Source: an optimization exercise on an open RTL-to-GDS flow (aim: small area and a short achievable clock period). Production flows keep margins and buffers that such runs may drop.
The RTL was checked by simulation tests, not by an equivalence proof against the original design.
Power is estimated from default activity; no workload was simulated.

main:
==> flow/design.v (excerpt) <==
module cpu_trace_buffer #(
  parameter int DEPTH       = 16,
  parameter int ADDR_W      = 32,
  parameter int DATA_W      = 32,
  parameter int CYC_W       = 32,
  parameter int HALT_CYCLES = 4
) (
  input  logic                       clk,
  input  logic                       rst_n,
  input  logic                       en,
  input  logic                       clr,
  input  logic                       mode_wrap,
  input  logic [ADDR_W-1:0]          pc,
  input  logic                       rf_we,
  input  logic [4:0]                 rf_waddr,
  input  logic [DATA_W-1:0]          rf_wdata,
  input  logic                       mem_we,
  input  logic [ADDR_W-1:0]          mem_addr,
  input  logic [DATA_W-1:0]          mem_wdata,
  output logic                       rd_valid,
  input  logic                       rd_ready,
  output logic [1:0]                 rd_kind,
  output logic [CYC_W-1:0]           rd_cycle,
  output logic [ADDR_W-1:0]          rd_pc,
  output logic [4:0]                 rd_reg,
  output logic [DATA_W-1:0]          rd_rdata,
  output logic [ADDR_W-1:0]          rd_maddr,
  output logic [DATA_W-1:0]          rd_mdata,
  output logic [$clog2(DEPTH):0]     count,
  output logic                       overflow,
  output logic                       halted,
  output logic [CYC_W-1:0]           cycle
);
==> flow/config.mk <==
export PLATFORM = sky130hd
export DESIGN_NAME = cpu_trace_buffer
export DESIGN_NICKNAME = cpu_trace_buffer
export VERILOG_FILES = /design/flow/design.v
export SDC_FILE = /design/flow/constraint.sdc
export NUM_CORES = 4
export LEC_CHECK = 0
export CAP_MARGIN = 20
export CORE_MARGIN = 2
export CORE_UTILIZATION = 66
export CTS_CLUSTER_DIAMETER = 60
export CTS_CLUSTER_SIZE = 24
export SETUP_SLACK_MARGIN = 3.0
export SLEW_MARGIN = 20
==> flow/constraint.sdc <==
create_clock -name core_clock -period 5.5 [get_ports {clk}]
set_input_delay 1.1000 -clock core_clock [delete_from_list [all_inputs] [get_ports {clk}]]
set_output_delay 1.1000 -clock core_clock [all_outputs]
set_load 0.01 [all_outputs]
standard.sh (not shown) runs the stock make flow with config.mk's settings and CLKGATE_MAP_FILE= SYNTH_SCRIPT=/design/flow/synth_recipe.tcl, a recipe that flattens the netlist after the stock synthesis.
==> flow/flow/run.sh <==
#!/bin/bash
# Standard layout with two changes to how it is made:
#  - every port is buffered, as standard, but with buf_4 instead of the
#    smallest buffer the tool picks (a slow delay cell);
#  - after global placement each output port's buffer is moved to its pin
#    and a flip-flop that feeds only that buffer is moved right behind it
#    (a flip-flop that also feeds other logic keeps its place and gets its
#    port buffer beside it).
set -euo pipefail
WORK=$(pwd)
export BUFFER_PORTS_ARGS="-buffer_cell sky130_fd_sc_hd__buf_4"
export POST_GLOBAL_PLACE_TCL="$WORK/flow/pull_outputs.tcl"
bash standard.sh > "$WORK/standard_flow.log" 2>&1
Other scripts of this flow, unchanged in this note and not shown: flow/flow/pull_outputs.tcl
What the feature branch does differently from main at the input level:
--- a/flow/design.v
+++ b/flow/design.v
@@ -114,13 +114,12 @@
   logic               r_valid_o;
   logic [CYC_W-1:0]   r_cycle_o;
   logic [ENTRY_W-1:0] r_ring [0:RING-1];
   logic [ENTRY_W-1:0] r_head;
   logic [ENTRY_W-1:0] w_in;
   logic [ENTRY_W-1:0] w_ring_rd;
-  logic [ENTRY_W-1:0] w_ring_head;
   logic w_halted, w_halted_nx;
   logic r_fnh;      
   logic w_full_nx;
   logic w_rf_ev, w_ev, w_push, w_pop, w_full_nopop;
   logic w_direct, w_drop, w_ovw, w_ring_push, w_ring_pop, w_load_head, w_ring_we;
   logic w_inc, w_dec;
@@ -156,19 +155,17 @@
   always_comb begin
     w_ring_rd = '0;
     for (int b = 0; b < ENTRY_W; b++)
       for (int i = 0; i < RING; i++)
         w_ring_rd[b] = w_ring_rd[b] | (r_rsel[b / SLICE][i] & r_ring[i][b]);
   end
-  assign w_ring_head = {w_ring_rd[ENTRY_W-1], |w_ring_rd[2*DATA_W+ADDR_W +: 5],
-                        w_ring_rd[ENTRY_W-3:0]};
   assign w_ring_we = !r_full || rd_ready || (r_fnh && en && w_ev && mode_wrap);
   always_ff @(posedge clk) begin
     for (int i = 0; i < RING; i++)
       if (w_ring_we && r_wsel[i]) r_ring[i] <= w_in;
-    if (w_load_head) r_head <= r_rc0 ? w_in : w_ring_head;
+    if (w_load_head) r_head <= r_rc0 ? w_in : w_ring_rd;
   end
   assign w_full_nx = w_inc ? (r_count == CNT_W'(DEPTH - 1)) : (w_dec ? 1'b0 : r_full);
   always_ff @(posedge clk or negedge rst_n) begin
     if (!rst_n) begin
       r_count    <= '0;
       r_valid    <= 1'b0;
--- outcome ---
- Note that the sum of routed wire length over all layers recorded for the feature branch amounts to 0.935 times the value seen in main.
- The feature branch gives less part of the cycle the worst path needs than main did.
- In the metrics for main and the feature branch, the one carrying the higher critical path's largest stage delay is the feature branch.
- Comparing main and the feature branch, the higher net load switching power was measured on the feature branch.
- Detailed-routed wire length on met3, main and the feature branch, higher one = main.
- Summary of the feature branch over main: clock latency reported for the late side of the worst-skew pair moved down; die width level; post-synthesis to final-layout area growth moved down.

-- re-timing with driven ports --
The flow's constraints put no driver on any port. The routed layouts listed below were extracted and timed again, unchanged, in two steps.
Step 1 sets driving cells, clkbuf_16 on the clock port and buf_2 on the other inputs (assumed; they add their load-dependent delay and slew).
Step 2 times the ports against the registers' clock, not the clock port: input delays grow and output delays shrink by t, the midpoint of the rising clock arrivals with the driver on.
a / b / c = ideal / step 1 / step 2; a / b = the first two.
run	t (ns)	slack for setup (ns)	worst slew at a driven data input, ns
main	0.893	2.806 / 2.856 / 1.963	0.20
the feature branch	0.887	2.893 / 2.921 / 2.033	0.16
After both steps setup and hold are still met in every run listed. For the feature branch, which loses most, drivers alone change the setup slack by +0.028 ns; drivers and shift together by -0.860 ns.
